Background: an optimization exercise with open tools, aiming at small area, a short achievable clock period and few clock cycles per item. Do not read the settings as production practice.
Where RTL was checked, it was by simulation tests only, not by an equivalence proof against the original.
Power is estimated from default activity; no workload was simulated.

==> v26 <==
## row_mean_std_dev
module row_mean_std_dev (
  input  wire logic        clk,
  input  wire logic        rst_n,
  input  wire logic        cfg_valid,
  output logic             cfg_ready,
  input  wire logic [12:0] cfg_row_length,
  input  wire logic        in_valid,
  output logic             in_stall,
  input  wire logic [15:0] in_sample,
  output logic             out_valid,
  input  wire logic        out_stall,
  output logic [31:0]      out_row_mean,
  output logic [30:0]      out_row_std_dev
);
export LEC_CHECK = 0
export CAP_MARGIN = 20
export CORE_MARGIN = 2
export CORE_UTILIZATION = 40
export PLACE_DENSITY = 0.6
export SLEW_MARGIN = 20
create_clock -name core_clock -period 11.0 [get_ports {clk}]
run.sh (not shown) runs the stock make flow with config.mk's settings and CLKGATE_MAP_FILE= SYNTH_SCRIPT=/design/flow/synth_recipe.tcl, a recipe that flattens the netlist after the stock synthesis.
==> inputs of v7, as changes to v26 <==
--- a/flow/design.v
+++ b/flow/design.v
@@ -398,49 +398,58 @@
   logic        accept;
   logic        row_end;
   logic        b_take;
   logic        cs_r;              
   logic        e1_r;              
   assign in_stall = stall_r;
   assign accept   = in_valid && !stall_r;
   assign row_end  = accept && ends_r;
-  assign b_take   = (a_st_r == A_DONE) && (b_st_r == B_IDLE);
+  assign b_take   = (a_st_r == A_DONE) &&
+                    ((b_st_r == B_IDLE) || (b_st_r == B_OUT && !out_stall));
   logic [12:0] np_inc;
+  logic        e_keep_r, e_inc_r, e_one_r;
+  logic        e_keep_c, e_inc_c, e_one_c;
   logic        e_keep, e_inc, e_one;
   logic        a_free_nxt;
-  assign np_inc = np_r + 13'd1;
-  assign e_keep = (np_r >= len_r) || (len_r[12] && np_r[12]);
-  assign e_inc  = (np_inc >= len_r) || (len_r[12] && np_inc[12]);
-  assign e_one  = (len_r <= 13'd1);
+  assign np_inc   = np_r + 13'd1;
+  assign e_keep_r = (np_r >= len_r) || (len_r[12] && np_r[12]);
+  assign e_inc_r  = (np_inc >= len_r) || (len_r[12] && np_inc[12]);
+  assign e_one_r  = (len_r <= 13'd1);
+  assign e_keep_c = (np_r >= cfg_row_length) || (cfg_row_length[12] && np_r[12]);
+  assign e_inc_c  = (np_inc >= cfg_row_length) || (cfg_row_length[12] && np_inc[12]);
+  assign e_one_c  = (cfg_row_length <= 13'd1);
+  assign e_keep   = cfg_valid ? e_keep_c : e_keep_r;
+  assign e_inc    = cfg_valid ? e_inc_c : e_inc_r;
+  assign e_one    = cfg_valid ? e_one_c : (e_one_r && !rst_q);
   always_comb begin
     len_nxt  = cfg_valid ? cfg_row_length : len_r;
     np_nxt   = accept ? (ends_r ? 13'd1 : np_inc) : np_r;
-    ends_nxt = accept ? (ends_r ? e_one : e_inc) : e_keep;
+    ends_nxt = (accept && ends_r) ? e_one : (accept ? e_inc : e_keep);
+    if (rst_q) begin
+      len_nxt  = cfg_valid ? cfg_row_length : 13'd1024;
+      np_nxt   = 13'd1;
+      ends_nxt = e_one;
+    end
     a_st_nxt = a_st_r;
     case (a_st_r)
       A_IDLE: if (row_end) a_st_nxt = A_WAIT;
       A_WAIT: if (cs_r) a_st_nxt = A_RUN;
-      A_RUN:  if (a_k_r == 5'd27) a_st_nxt = A_DONE;
+      A_RUN:  if (a_k_r == 5'd28) a_st_nxt = A_DONE;
       default: if (b_take) a_st_nxt = row_end ? A_WAIT : A_IDLE;
     endcase
     b_st_nxt = b_st_r;
     case (b_st_r)
       B_IDLE: if (b_take) b_st_nxt = B_RUN;
       B_RUN:  if (b_k_r == 6'd43) b_st_nxt = B_OUT;
-      B_OUT:  if (!out_stall) b_st_nxt = B_IDLE;
+      B_OUT:  if (!out_stall) b_st_nxt = b_take ? B_RUN : B_IDLE;
       default: b_st_nxt = B_IDLE;
     endcase
     a_free_nxt = (a_st_nxt == A_IDLE) || (a_st_nxt == A_DONE && b_st_nxt == B_IDLE);
-    stall_nxt = cfg_valid || (ends_nxt && !a_free_nxt);
-    if (rst_q) begin
-      len_nxt   = cfg_valid ? cfg_row_length : 13'd1024;
-      np_nxt    = 13'd1;
-      ends_nxt  = 1'b0;
-    end
+    stall_nxt = ends_nxt && !a_free_nxt;
     if (rst) begin
       stall_nxt = 1'b1;
       a_st_nxt  = A_IDLE;
       b_st_nxt  = B_IDLE;
     end
   end
   always_ff @(posedge clk) begin
     len_r   <= len_nxt;
@@ -468,66 +477,91 @@
     qs_r    <= ns;
     qc_r    <= nc;
     e1_r    <= row_end;
     cs_r    <= rst_q || e1_r;
   end
   logic [12:0] a_n_r;
   logic [27:0] a_s_r;
   logic [43:0] a_q_r;
-  logic [29:0] a_lo_r;
-  logic [25:0] a_hi_r;
+  logic [53:0] a_v_r;
+  logic [1:0]  a_p_r [1:6];
   logic        a_bs_r;    
   logic        a_bn_r;    
-  logic [27:0] l_y, l_z;
-  logic [28:0] l_x;
-  logic [28:0] l_s, l_c;
-  logic [29:0] l_sum;
-  logic [25:0] h_x, h_y, h_w, h_s, h_c;
-  logic [25:0] h_sum;
+  logic [55:0] a_y, a_z, a_x;
+  logic [55:0] a_v2;      
+  logic [1:0]  a_p2 [1:7];
+  logic [53:0] a_pv;      
+  logic [53:0] a_fin;
   logic [53:0] numer;
-  assign l_y   = a_bn_r ? a_q_r[27:0] : 28'd0;
-  assign l_z   = a_bs_r ? ~a_s_r : 28'd0;
-  assign l_x   = {a_lo_r[27:0], 1'b0};
-  assign l_s   = l_x ^ {1'b0, l_y} ^ {1'b0, l_z};
-  assign l_c   = (l_x & {1'b0, l_y}) | (l_x & {1'b0, l_z}) | ({1'b0, l_y} & {1'b0, l_z});
-  assign l_sum = {1'b0, l_s} + {l_c, a_bs_r};
-  assign h_x   = {a_hi_r[24:0], 1'b0};
-  assign h_y   = a_bn_r ? {10'd0, a_q_r[43:28]} : 26'd0;
-  assign h_w   = {{23{1'b0}}, a_lo_r[29:28], 1'b0} - {25'd0, a_bs_r};
-  assign h_s   = h_x ^ h_y ^ h_w;
-  assign h_c   = (h_x & h_y) | (h_x & h_w) | (h_y & h_w);
-  assign h_sum = h_s + {h_c[24:0], 1'b0};
-  assign numer = {a_hi_r + {24'd0, a_lo_r[29:28]}, a_lo_r[27:0]};
+  assign a_y = a_bn_r ? {12'd0, a_q_r} : 56'd0;
+  assign a_z = a_bs_r ? {2'b00, ~{26'd0, a_s_r}} : 56'd0;
+  assign a_x = {2'b00, a_v_r[52:0], a_bs_r};
+  for (genvar j = 0; j < 7; j++) begin : g_blk
+    logic [7:0] bx, by, bz, bw, s1, c1, c1s, s2, c2;
+    logic [9:0] t;
+    assign bx  = a_x[8*j +: 8];
+    assign by  = a_y[8*j +: 8];
+    assign bz  = a_z[8*j +: 8];
+    if (j == 0) begin : g_w0
+      assign bw = 8'd0;
+    end else begin : g_w
+      assign bw = {5'd0, a_p_r[j], 1'b0};
+    end
+    assign s1  = bx ^ by ^ bz;
+    assign c1  = (bx & by) | (bx & bz) | (by & bz);
+    assign c1s = {c1[6:0], 1'b0};
+    assign s2  = s1 ^ c1s ^ bw;
+    assign c2  = (s1 & c1s) | (s1 & bw) | (c1s & bw);
+    assign t   = {2'b00, s2} + {1'b0, c2, 1'b0} + {1'b0, c1[7], 8'd0};
+    assign a_v2[8*j +: 8] = t[7:0];
+    assign a_p2[j+1]      = t[9:8];
+  end
+  assign a_pv  = {4'd0, a_p_r[6], 6'd0, a_p_r[5], 6'd0, a_p_r[4], 6'd0,
+                  a_p_r[3], 6'd0, a_p_r[2], 6'd0, a_p_r[1], 8'd0};
+  assign a_fin = a_v_r + a_pv;
+  assign numer = a_v_r;
+  logic        f_sk;
+  logic [53:0] f_nm;
+  logic        f_ge;
+  assign f_sk = (numer[53:38] == 16'd0);
+  assign f_nm = f_sk ? {numer[37:0], 16'd0} : numer;
+  assign f_ge = (f_nm[53:52] != 2'd0);
   always_ff @(posedge clk) begin
     if (a_st_r == A_IDLE || b_take) a_n_r <= np_r;
     if (a_st_r == A_WAIT) begin
       a_s_r   <= s_acc_r;
       a_q_r   <= qs_r + qc_r;
-      a_lo_r  <= 30'd0;
-      a_hi_r  <= 26'd0;
+      a_v_r   <= 54'd0;
+      for (int j = 1; j < 7; j++) a_p_r[j] <= 2'd0;
       a_k_r   <= 5'd0;
       a_bs_r  <= s_acc_r[27];
       a_bn_r  <= 1'b0;
     end else if (a_st_r == A_RUN) begin
-      a_lo_r  <= l_sum;
-      a_hi_r  <= h_sum;
+      if (a_k_r == 5'd28) begin
+        a_v_r <= a_fin;
+        for (int j = 1; j < 7; j++) a_p_r[j] <= 2'd0;
+      end else begin
+        a_v_r <= a_v2[53:0];
+        for (int j = 1; j < 7; j++) a_p_r[j] <= a_p2[j];
+      end
       a_k_r   <= a_k_r + 5'd1;
-      a_bs_r  <= a_s_r[5'd26 - a_k_r];
-      a_bn_r  <= (a_k_r >= 5'd14) && a_n_r[4'(5'd26 - a_k_r)];
+      a_bs_r  <= (a_k_r < 5'd27) && a_s_r[5'd26 - a_k_r];
+      a_bn_r  <= (a_k_r >= 5'd14) && (a_k_r < 5'd27) && a_n_r[4'(5'd26 - a_k_r)];
     end
   end
   logic [12:0] b_n_r;
   logic [11:0] b_rm_r;    
   logic [31:0] b_mq_r;    
   logic [53:0] b_rad_r;   
   logic [43:0] b_rem_r;   
   logic [42:0] b_root_r;
   logic [11:0] b_rs_r;    
   logic [30:0] b_sq_r;    
+  logic        b_sk_r;    
   logic [45:0] r_sh;
   logic [45:0] r_diff;
   logic        r_ge;
   logic [12:0] m_sh;
   logic [13:0] m_diff;
   logic        m_ge;
   logic [12:0] d_sh;
   logic [13:0] d_diff;
@@ -538,33 +572,34 @@
   assign m_sh    = {b_rm_r, b_mq_r[31]};
   assign m_diff  = {1'b0, m_sh} - {1'b0, b_n_r};
   assign m_ge    = !m_diff[13];
   assign d_sh    = {b_rs_r, b_root_r[0]};
   assign d_diff  = {1'b0, d_sh} - {1'b0, b_n_r};
   assign d_ge    = !d_diff[13];
   always_ff @(posedge clk) begin
     if (b_take) begin
-      b_k_r    <= 6'd0;
+      b_k_r    <= f_sk ? 6'd9 : 6'd1;
+      b_sk_r   <= f_sk;
       b_n_r    <= a_n_r;
       b_rm_r   <= a_s_r[27:16];
       b_mq_r   <= {a_s_r[15:0], 16'd0};
-      b_rad_r  <= numer;
-      b_rem_r  <= 44'd0;
-      b_root_r <= 43'd0;
+      b_rad_r  <= {f_nm[51:0], 2'b00};
+      b_rem_r  <= {42'd0, f_nm[53:52] - {1'b0, f_ge}};
+      b_root_r <= {42'd0, f_ge};
       b_rs_r   <= 12'd0;
     end else begin
       b_k_r    <= b_k_r + 6'd1;
       b_rad_r  <= {b_rad_r[51:0], 2'b00};
       b_rem_r  <= r_ge ? r_diff[43:0] : r_sh[43:0];
       b_root_r <= {b_root_r[41:0], r_ge};
       b_rs_r   <= d_ge ? d_diff[11:0] : d_sh[11:0];
       if (b_st_r == B_RUN) begin
         b_sq_r <= {b_sq_r[29:0], d_ge};
-        if (b_k_r < 6'd32) begin
+        if (b_k_r < (b_sk_r ? 6'd41 : 6'd33)) begin
           b_rm_r <= m_ge ? m_diff[11:0] : m_sh[11:0];
           b_mq_r <= {b_mq_r[30:0], m_ge};
         end
       end
     end
   end
   assign out_valid       = b_st_r[1];
   assign out_row_mean    = b_mq_r;
==> flow/flow/run.sh (new file) <==
#!/bin/bash
# The standard layout (standard.sh: ORFS from synthesis to finish with the
# unchanged scripts, config.mk and SDC), with a larger setup slack margin for
# ORFS's timing repair so that it also works on paths that already meet 11 ns.
set -euo pipefail
bash standard.sh SETUP_SLACK_MARGIN=7.6 finish > flow_make.log 2>&1
==> flow/standard.sh (new file) <==
#!/bin/bash
# synth_recipe.tcl (not shown) runs the flow's synth.tcl, then flattens the netlist and writes it again
# the make line also repeats each setting of config.mk as NAME=value (left out here)
make -C /OpenROAD-flow-scripts/flow DESIGN_CONFIG=/design/flow/config.mk WORK_HOME=/design/flow/orfs CLKGATE_MAP_FILE= SYNTH_SCRIPT=/design/flow/synth_recipe.tcl "${@:-finish}"
- CTS_CLUSTER_DIAMETER: default -> 100
- CTS_CLUSTER_SIZE: default -> 24
removed: flow/run.sh
==> inputs of v23, as changes to v26 <==
--- a/flow/design.v
+++ b/flow/design.v
@@ -398,40 +398,41 @@
   logic        accept;
   logic        row_end;
   logic        b_take;
   logic        cs_r;              
   logic        e1_r;              
   assign in_stall = stall_r;
   assign accept   = in_valid && !stall_r;
   assign row_end  = accept && ends_r;
-  assign b_take   = (a_st_r == A_DONE) && (b_st_r == B_IDLE);
+  assign b_take   = (a_st_r == A_DONE) &&
+                    ((b_st_r == B_IDLE) || (b_st_r == B_OUT && !out_stall));
   logic [12:0] np_inc;
   logic        e_keep, e_inc, e_one;
   logic        a_free_nxt;
   assign np_inc = np_r + 13'd1;
   assign e_keep = (np_r >= len_r) || (len_r[12] && np_r[12]);
   assign e_inc  = (np_inc >= len_r) || (len_r[12] && np_inc[12]);
   assign e_one  = (len_r <= 13'd1);
   always_comb begin
     len_nxt  = cfg_valid ? cfg_row_length : len_r;
     np_nxt   = accept ? (ends_r ? 13'd1 : np_inc) : np_r;
     ends_nxt = accept ? (ends_r ? e_one : e_inc) : e_keep;
     a_st_nxt = a_st_r;
     case (a_st_r)
       A_IDLE: if (row_end) a_st_nxt = A_WAIT;
       A_WAIT: if (cs_r) a_st_nxt = A_RUN;
-      A_RUN:  if (a_k_r == 5'd27) a_st_nxt = A_DONE;
+      A_RUN:  if (a_k_r == 5'd28) a_st_nxt = A_DONE;
       default: if (b_take) a_st_nxt = row_end ? A_WAIT : A_IDLE;
     endcase
     b_st_nxt = b_st_r;
     case (b_st_r)
       B_IDLE: if (b_take) b_st_nxt = B_RUN;
       B_RUN:  if (b_k_r == 6'd43) b_st_nxt = B_OUT;
-      B_OUT:  if (!out_stall) b_st_nxt = B_IDLE;
+      B_OUT:  if (!out_stall) b_st_nxt = b_take ? B_RUN : B_IDLE;
       default: b_st_nxt = B_IDLE;
     endcase
     a_free_nxt = (a_st_nxt == A_IDLE) || (a_st_nxt == A_DONE && b_st_nxt == B_IDLE);
     stall_nxt = cfg_valid || (ends_nxt && !a_free_nxt);
     if (rst_q) begin
       len_nxt   = cfg_valid ? cfg_row_length : 13'd1024;
       np_nxt    = 13'd1;
       ends_nxt  = 1'b0;
@@ -468,56 +469,56 @@
     qs_r    <= ns;
     qc_r    <= nc;
     e1_r    <= row_end;
     cs_r    <= rst_q || e1_r;
   end
   logic [12:0] a_n_r;
   logic [27:0] a_s_r;
   logic [43:0] a_q_r;
-  logic [29:0] a_lo_r;
-  logic [25:0] a_hi_r;
+  logic [53:0] a_as_r, a_ac_r;
   logic        a_bs_r;    
   logic        a_bn_r;    
-  logic [27:0] l_y, l_z;
-  logic [28:0] l_x;
-  logic [28:0] l_s, l_c;
-  logic [29:0] l_sum;
-  logic [25:0] h_x, h_y, h_w, h_s, h_c;
-  logic [25:0] h_sum;
+  logic [53:0] a_x1, a_x2, a_y, a_z;
+  logic [53:0] a_s1, a_c1, a_c1s, a_s2, a_c2;
+  logic [53:0] a_fin;
   logic [53:0] numer;
-  assign l_y   = a_bn_r ? a_q_r[27:0] : 28'd0;
-  assign l_z   = a_bs_r ? ~a_s_r : 28'd0;
-  assign l_x   = {a_lo_r[27:0], 1'b0};
-  assign l_s   = l_x ^ {1'b0, l_y} ^ {1'b0, l_z};
-  assign l_c   = (l_x & {1'b0, l_y}) | (l_x & {1'b0, l_z}) | ({1'b0, l_y} & {1'b0, l_z});
-  assign l_sum = {1'b0, l_s} + {l_c, a_bs_r};
-  assign h_x   = {a_hi_r[24:0], 1'b0};
-  assign h_y   = a_bn_r ? {10'd0, a_q_r[43:28]} : 26'd0;
-  assign h_w   = {{23{1'b0}}, a_lo_r[29:28], 1'b0} - {25'd0, a_bs_r};
-  assign h_s   = h_x ^ h_y ^ h_w;
-  assign h_c   = (h_x & h_y) | (h_x & h_w) | (h_y & h_w);
-  assign h_sum = h_s + {h_c[24:0], 1'b0};
-  assign numer = {a_hi_r + {24'd0, a_lo_r[29:28]}, a_lo_r[27:0]};
+  assign a_x1  = {a_as_r[52:0], 1'b0};
+  assign a_x2  = {a_ac_r[52:0], 1'b0};
+  assign a_y   = a_bn_r ? {10'd0, a_q_r} : 54'd0;
+  assign a_z   = a_bs_r ? ~{26'd0, a_s_r} : 54'd0;
+  assign a_s1  = a_x1 ^ a_x2 ^ a_y;
+  assign a_c1  = (a_x1 & a_x2) | (a_x1 & a_y) | (a_x2 & a_y);
+  assign a_c1s = {a_c1[52:0], 1'b0};
+  assign a_s2  = a_s1 ^ a_c1s ^ a_z;
+  assign a_c2  = (a_s1 & a_c1s) | (a_s1 & a_z) | (a_c1s & a_z);
+  assign a_fin = a_as_r + a_ac_r;
+  assign numer = a_as_r;
+  logic f_ge;
+  assign f_ge = (numer[53:52] != 2'd0);
   always_ff @(posedge clk) begin
     if (a_st_r == A_IDLE || b_take) a_n_r <= np_r;
     if (a_st_r == A_WAIT) begin
       a_s_r   <= s_acc_r;
       a_q_r   <= qs_r + qc_r;
-      a_lo_r  <= 30'd0;
-      a_hi_r  <= 26'd0;
+      a_as_r  <= 54'd0;
+      a_ac_r  <= 54'd0;
       a_k_r   <= 5'd0;
       a_bs_r  <= s_acc_r[27];
       a_bn_r  <= 1'b0;
     end else if (a_st_r == A_RUN) begin
-      a_lo_r  <= l_sum;
-      a_hi_r  <= h_sum;
+      if (a_k_r == 5'd28) begin
+        a_as_r <= a_fin;
+      end else begin
+        a_as_r <= a_s2;
+        a_ac_r <= {a_c2[52:0], a_bs_r};
+      end
       a_k_r   <= a_k_r + 5'd1;
-      a_bs_r  <= a_s_r[5'd26 - a_k_r];
-      a_bn_r  <= (a_k_r >= 5'd14) && a_n_r[4'(5'd26 - a_k_r)];
+      a_bs_r  <= (a_k_r < 5'd27) && a_s_r[5'd26 - a_k_r];
+      a_bn_r  <= (a_k_r >= 5'd14) && (a_k_r < 5'd27) && a_n_r[4'(5'd26 - a_k_r)];
     end
   end
   logic [12:0] b_n_r;
   logic [11:0] b_rm_r;    
   logic [31:0] b_mq_r;    
   logic [53:0] b_rad_r;   
   logic [43:0] b_rem_r;   
   logic [42:0] b_root_r;
@@ -538,33 +539,33 @@
   assign m_sh    = {b_rm_r, b_mq_r[31]};
   assign m_diff  = {1'b0, m_sh} - {1'b0, b_n_r};
   assign m_ge    = !m_diff[13];
   assign d_sh    = {b_rs_r, b_root_r[0]};
   assign d_diff  = {1'b0, d_sh} - {1'b0, b_n_r};
   assign d_ge    = !d_diff[13];
   always_ff @(posedge clk) begin
     if (b_take) begin
-      b_k_r    <= 6'd0;
+      b_k_r    <= 6'd1;
       b_n_r    <= a_n_r;
       b_rm_r   <= a_s_r[27:16];
       b_mq_r   <= {a_s_r[15:0], 16'd0};
-      b_rad_r  <= numer;
-      b_rem_r  <= 44'd0;
-      b_root_r <= 43'd0;
+      b_rad_r  <= {numer[51:0], 2'b00};
+      b_rem_r  <= {42'd0, numer[53:52] - {1'b0, f_ge}};
+      b_root_r <= {42'd0, f_ge};
       b_rs_r   <= 12'd0;
     end else begin
       b_k_r    <= b_k_r + 6'd1;
       b_rad_r  <= {b_rad_r[51:0], 2'b00};
       b_rem_r  <= r_ge ? r_diff[43:0] : r_sh[43:0];
       b_root_r <= {b_root_r[41:0], r_ge};
       b_rs_r   <= d_ge ? d_diff[11:0] : d_sh[11:0];
       if (b_st_r == B_RUN) begin
         b_sq_r <= {b_sq_r[29:0], d_ge};
-        if (b_k_r < 6'd32) begin
+        if (b_k_r < 6'd33) begin
           b_rm_r <= m_ge ? m_diff[11:0] : m_sh[11:0];
           b_mq_r <= {b_mq_r[30:0], m_ge};
         end
       end
     end
   end
   assign out_valid       = b_st_r[1];
   assign out_row_mean    = b_mq_r;
==> comparison table <==
	v7	v23	v26
Outcome	complete, no violations	complete, no violations	complete, no violations
Relative area of clock buffers and inverters in the final design	2.50%	5.60%	5.80%
Initial cell density of the core	40.5%	40.3%	40.2%
Clk latency of the worst-skew pair	0.64 ns	0.63 ns	0.61 ns
Avg Vias per Cell	5.17	5.12	5.04
Detail-routed net length per standard cell	17.1 microns	16.3 microns	15.7 microns
Adder-Cell Fraction of Synth Area	22.1%	21.2%	20.2%
Combined flip-flop and latch cell area	13200 sq um	13900 sq um	12900 sq um
Launch instance of the worst min-delay path	b_rad_r[4]	b_rad_r[30]	b_rad_r[3]
CTS H-tree lvls	1	3	3
Reg2Reg Depth	15	13	15
Share of the synthesized area in the top cell type	21.8%	23.5%	22.9%
Critical path arrival	4.16 ns	4.88 ns	5.34 ns
Transition at the pin with the smallest max-transition slack	0.871 ns	0.991 ns	0.930 ns
Count of flip-flops and latches	570	611	561
Tcrit/Tclk final	32.9%	39.8%	43.9%
Lkg Pwr	18.4 nW	18.1 nW	17.0 nW
Total Routed Length	88000 microns	85600 microns	75500 microns
Number of buffer and inverter instances along the worst setup path	4	3	2
Most common cell on crit path	buf_12	-	buf_4
Maximum vdd drop	0.000178 V	0.000171 V	0.000222 V
Endpoint, Worst Hold	b_rad_r[6]	b_rad_r[32]	b_rad_r[5]
Testbench counts of v7, summed over its fixed seeds: cycles 72,858, rows 640.
Testbench counts of v23, summed over its fixed seeds: cycles 75,298, rows 640.
No functional check of the RTL was part of v26.

re-timing with driven ports:
The results above use ideal ports. As a check the final layouts listed here were re-extracted and re-timed, cells and wires unchanged.
Step 1 (the two cells are an assumption about what drives the block):
set clk [get_ports {clk}]
set_driving_cell -lib_cell sky130_fd_sc_hd__clkbuf_16 $clk
set_driving_cell -lib_cell sky130_fd_sc_hd__buf_2 [delete_from_list [all_inputs] $clk]
Step 2 also shifts input and output timing later by t, the mid clock arrival at the registers, as if the neighbouring blocks saw the same clock.
a / b / c = no drivers / after step 1 / after step 2; a / b = the first two.
run | t (ns) | slack for setup (ns) | cell pins on the clock port's net
v26 | 0.668 | 6.171 / 6.171 / 6.171 | 1
v7 | 0.689 | 7.376 / 7.376 / 6.931 | 1
v23 | 0.679 | 6.626 / 6.667 / 5.988 | 1
After both steps every run listed still meets setup and hold. The setup slack of v23, which loses most, moves by +0.041 ns with the drivers and by -0.638 ns with both steps.
